This is an optimization exercise on Yosys and OpenROAD, whose aim is small area and a short achievable clock period, not a production implementation.
The RTL was checked by simulation tests, not by an equivalence proof against the original design.
The clock port is modelled as an ideal driver, which makes a skipped or thinned clock tree look cheaper than it is; a real chip needs a root buffer or a tree.
No activity file was given, so power comes from the tool's default toggle rates.

Design wallace_mult_top, start of the top module:
module wallace_mult_top (
    input  logic        clk,
    input  logic        arst_n,
    input  logic        in_valid,
    input  logic [15:0] a,
    input  logic [15:0] b,
    output logic        out_valid,
    output logic [31:0] product,
    output logic        busy
);
    logic [2:0] vld_q;
    logic       busy_q;
    always_ff @(posedge clk or negedge arst_n) begin
        if (!arst_n) begin
            vld_q  <= '0;
            busy_q <= 1'b0;
        end else begin
            vld_q  <= {vld_q[1:0], in_valid};
            busy_q <= in_valid | (|vld_q[1:0]);
        end
    end
    assign out_valid = vld_q[2];
    assign busy      = busy_q;
    logic [15:0] a_q;
    logic [15:0] b_q;
    logic [31:0] opa_n, opb_n, prod_d;
    logic pp1;
    logic pp2;
    logic pp3;
    logic pp4;
    logic pp5;
    logic pp6;
    logic pp7;
    logic pp8;
    logic pp9;
    logic pp10;
    logic pp11;
    logic pp12;
    logic pp13;
    logic pp14;
    logic pp15;
    logic pp16;
    logic pp17;
    logic pp18;
    logic pp19;
    logic pp20;
    logic pp21;
    logic pp22;
    logic pp23;
    logic pp24;
    logic pp25;
    logic pp26;
    logic pp27;
    logic pp28;
    logic pp29;
    logic pp30;
    logic pp31;
    logic pp32;
    logic pp33;
    logic pp34;
    logic pp35;
    logic pp36;
    logic pp37;
    logic pp38;
    logic pp39;
    logic pp40;
    logic pp41;
    logic pp42;
    logic pp43;
    logic pp44;
    logic pp45;
    logic pp46;
  ...
clock: 11.0 ns
lec_check: 0
cap_margin: 20
core_margin: 2
core_utilization: 60
slew_margin: 20
synth_hierarchical: 1
synth_minimum_keep_size: 0
standard.sh (not shown) runs the stock make flow with config.mk's settings and CLKGATE_MAP_FILE= SYNTH_SCRIPT=/design/flow/synth_recipe.tcl, a recipe that flattens the netlist after the stock synthesis.
==> flow/flow/run.sh <==
#!/bin/bash
# Standard ORFS layout (standard.sh, unchanged synthesis) with three changes: ports are
# buffered with sky130_fd_sc_hd__buf_2 instead of the default delay buffer; the clock tree is one level of
# clkbuf_16 buffers placed by flow/cts_pre.tcl instead of TritonCTS; and repair_timing
# aims for extra setup slack. The make output goes to standard_flow.log; each ORFS step
# keeps its own log under orfs/logs.
set -euo pipefail
export BUFFER_PORTS_ARGS="-buffer_cell sky130_fd_sc_hd__buf_2"
export SETUP_SLACK_MARGIN=8.1
export PRE_CTS_TCL="$(pwd)/flow/cts_pre.tcl"
export CLK_NLEAF=8
export CLK_NL1=4
bash standard.sh > standard_flow.log 2>&1
==> flow/flow/cts_pre.tcl <==
proc env_or { name dflt } {
  if { [info exists ::env($name)] && $::env($name) ne "" } { return $::env($name) }
  return $dflt
}
set nleaf [env_or CLK_NLEAF 8]
set nl1 [env_or CLK_NL1 2]
set leafcell [env_or CLK_LEAF_CELL sky130_fd_sc_hd__clkbuf_16]
set l1cell [env_or CLK_L1_CELL sky130_fd_sc_hd__clkbuf_16]

# Balanced k-means: pts is a list of {x y}; returns {assignment centres}
proc kmeans { pts k } {
  set n [llength $pts]
  set cx 0; set cy 0
  foreach p $pts { set cx [expr {$cx + [lindex $p 0]}]; set cy [expr {$cy + [lindex $p 1]}] }
  set cx [expr {$cx / $n}]; set cy [expr {$cy / $n}]
  set order {}
  for {set i 0} {$i < $n} {incr i} {
    set p [lindex $pts $i]
    lappend order [list $i [expr {atan2([lindex $p 1]-$cy, [lindex $p 0]-$cx)}]]
  }
  set order [lsort -real -index 1 $order]
  set cent {}
  for {set c 0} {$c < $k} {incr c} {
    set sx 0; set sy 0; set m 0
    for {set j [expr {$c * $n / $k}]} {$j < ($c + 1) * $n / $k} {incr j} {
      set p [lindex $pts [lindex [lindex $order $j] 0]]
      set sx [expr {$sx + [lindex $p 0]}]; set sy [expr {$sy + [lindex $p 1]}]; incr m
    }
    if {$m == 0} { lappend cent [list $cx $cy] } else { lappend cent [list [expr {$sx / $m}] [expr {$sy / $m}]] }
  }
  set cap [expr {int(ceil(double($n) / $k)) + 1}]
  for {set iter 0} {$iter < 40} {incr iter} {
    set cnt [lrepeat $k 0]
    set assign [lrepeat $n -1]
    set cand {}
    for {set i 0} {$i < $n} {incr i} {
      set p [lindex $pts $i]
      set best 1e18
      for {set c 0} {$c < $k} {incr c} {
        set d [expr {abs([lindex $p 0]-[lindex $cent $c 0]) + abs([lindex $p 1]-[lindex $cent $c 1])}]
        if {$d < $best} { set best $d }
      }
      lappend cand [list $i $best]
    }
    foreach ib [lsort -real -decreasing -index 1 $cand] {
      set i [lindex $ib 0]; set p [lindex $pts $i]
      set bk -1; set best 1e18
      for {set c 0} {$c < $k} {incr c} {
        if {[lindex $cnt $c] >= $cap} continue
        set d [expr {abs([lindex $p 0]-[lindex $cent $c 0]) + abs([lindex $p 1]-[lindex $cent $c 1])}]
        if {$d < $best} { set best $d; set bk $c }
      }
      lset assign $i $bk
      lset cnt $bk [expr {[lindex $cnt $bk] + 1}]
    }
    set newc {}
    for {set c 0} {$c < $k} {incr c} {
      set sx 0; set sy 0; set m 0
      for {set i 0} {$i < $n} {incr i} {
        if {[lindex $assign $i] == $c} {
          set sx [expr {$sx + [lindex $pts $i 0]}]; set sy [expr {$sy + [lindex $pts $i 1]}]; incr m
        }
      }
      if {$m > 0} { lappend newc [list [expr {$sx / $m}] [expr {$sy / $m}]] } else { lappend newc [lindex $cent $c] }
    }
    set cent $newc
  }
  return [list $assign $cent]
}

proc add_buffer { block master name in_net x y } {
  set inst [odb::dbInst_create $block $master $name]
  set net [odb::dbNet_create $block "${name}_net"]
  $net setSigType CLOCK
  [$inst findITerm A] connect $in_net
  [$inst findITerm X] connect $net
  $inst setLocation [expr {int($x)}] [expr {int($y)}]
  $inst setPlacementStatus PLACED
  return $net
}

set block [ord::get_db_block]
set db [ord::get_db]
set clk_net [$block findNet clk]
set sinks {}
foreach it [$clk_net getITerms] {
  if { [$it isInputSignal] } { lappend sinks $it }
}
set pts {}
foreach it $sinks {
  set bb [[$it getInst] getBBox]
  lappend pts [list [expr {([$bb xMin] + [$bb xMax]) / 2.0}] [expr {([$bb yMin] + [$bb yMax]) / 2.0}]]
}
puts "manual clock tree: [llength $sinks] sinks, $nleaf leaf buffers, $nl1 first-level buffers"
lassign [kmeans $pts $nleaf] leaf_of leaf_cent
if { $nl1 > 0 } {
  lassign [kmeans $leaf_cent $nl1] l1_of l1_cent
  for {set g 0} {$g < $nl1} {incr g} {
    set l1net($g) [add_buffer $block [$db findMaster $l1cell] "clkbuf_l1_$g" $clk_net {*}[lindex $l1_cent $g]]
  }
}
for {set c 0} {$c < $nleaf} {incr c} {
  set src $clk_net
  if { $nl1 > 0 } { set src $l1net([lindex $l1_of $c]) }
  set leafnet($c) [add_buffer $block [$db findMaster $leafcell] "clkbuf_leaf_$c" $src {*}[lindex $leaf_cent $c]]
}
for {set i 0} {$i < [llength $sinks]} {incr i} {
  set it [lindex $sinks $i]
  $it disconnect
  $it connect $leafnet([lindex $leaf_of $i])
}
# TritonCTS is not run: the buffers above are the whole tree.
proc clock_tree_synthesis { args } {
  puts "clock_tree_synthesis skipped: clock buffers were placed by cts_pre.tcl"
  set_propagated_clock [all_clocks]
}
Change:
--- a/flow/flow/run.sh
+++ b/flow/flow/run.sh
@@ -8,3 +8,3 @@
 export BUFFER_PORTS_ARGS="-buffer_cell sky130_fd_sc_hd__buf_2"
-export SETUP_SLACK_MARGIN=8.1
+export SETUP_SLACK_MARGIN=7.9
 export PRE_CTS_TCL="$(pwd)/flow/cts_pre.tcl"
@@ -12,2 +12,4 @@
 export CLK_NL1=4
+export CLK_LEAF_CELL=sky130_fd_sc_hd__clkinv_8
+export CLK_L1_CELL=sky130_fd_sc_hd__clkinv_8
 bash standard.sh > standard_flow.log 2>&1
--- a/flow/flow/cts_pre.tcl
+++ b/flow/flow/cts_pre.tcl
@@ -10,3 +10,3 @@
 # Balanced k-means: pts is a list of {x y}; returns {assignment centres}
-proc kmeans { pts k } {
+proc kmeans { pts k {slack 1} } {
   set n [llength $pts]
@@ -30,3 +30,3 @@
   }
-  set cap [expr {int(ceil(double($n) / $k)) + 1}]
+  set cap [expr {int(ceil(double($n) / $k)) + $slack}]
   for {set iter 0} {$iter < 40} {incr iter} {
@@ -75,3 +75,5 @@
   [$inst findITerm A] connect $in_net
-  [$inst findITerm X] connect $net
+  set out [$inst findITerm X]
+  if { $out eq "NULL" } { set out [$inst findITerm Y] }
+  $out connect $net
   $inst setLocation [expr {int($x)}] [expr {int($y)}]
@@ -96,3 +98,3 @@
 if { $nl1 > 0 } {
-  lassign [kmeans $leaf_cent $nl1] l1_of l1_cent
+  lassign [kmeans $leaf_cent $nl1 0] l1_of l1_cent
   for {set g 0} {$g < $nl1} {incr g} {
@@ -116 +118,6 @@
 }
+# cts.tcl clones clock inverters next to their loads after this hook; the inverter pairs
+# above are already placed by their loads, so that step is skipped as well.
+proc repair_clock_inverters { args } {
+  puts "repair_clock_inverters skipped: clock tree built by cts_pre.tcl"
+}
CORE_UTILIZATION = 40   (was 60)
Cell area goes down by about 3%.
Routed wire length decreases by 4.0%.
Worst setup slack loses 85 ps.
Sequential power came out lower by about 2.5%.
Maximum frequency decreases by about 2.8%.
Die area goes up by 48%.
Critical path depth does not change.
Total power goes down by 12%.
Global-route usage decreases by 9.1 points.
Change:
--- a/flow/flow/run.sh
+++ b/flow/flow/run.sh
@@ -8,3 +8,3 @@
 export BUFFER_PORTS_ARGS="-buffer_cell sky130_fd_sc_hd__buf_2"
-export SETUP_SLACK_MARGIN=7.9
+export SETUP_SLACK_MARGIN=8.3
 export PRE_CTS_TCL="$(pwd)/flow/cts_pre.tcl"
- core utilization rises by 6.7 points
- via count rises by roughly a tenth
- register-to-register slack stays flat
- worst setup slack is better by 13 ps
- cell area rises by about a fifth
No run of this note takes its clock network from TritonCTS; it comes from the design's own scripts or RTL.

## re-timing with driven ports
In the flow no input, the clock included, has a driving cell. The finished layouts below were timed again as built, in two steps. Step 1, drivers: a clkbuf_16 drives clk and a buf_2 each remaining input, both assumed. Step 2 also shifts input and output timing later by t, the mid clock arrival at the registers, as if the neighbouring blocks saw the same clock. Three values: no drivers, after step 1, after step 2; two values: the first two.
run	t, ns	slack for setup (ns)	clock arrival spread, ns	pins driven straight from the clock port
the first run	0.363	8.046 / 7.953 / 8.046	0.036 / 0.037	4
the second run	0.291	7.961 / 7.961 / 7.961	0.019 / 0.019	4
the third run	0.293	7.974 / 7.974 / 7.974	0.027 / 0.027	4
After both steps setup and hold are still met in every run listed.
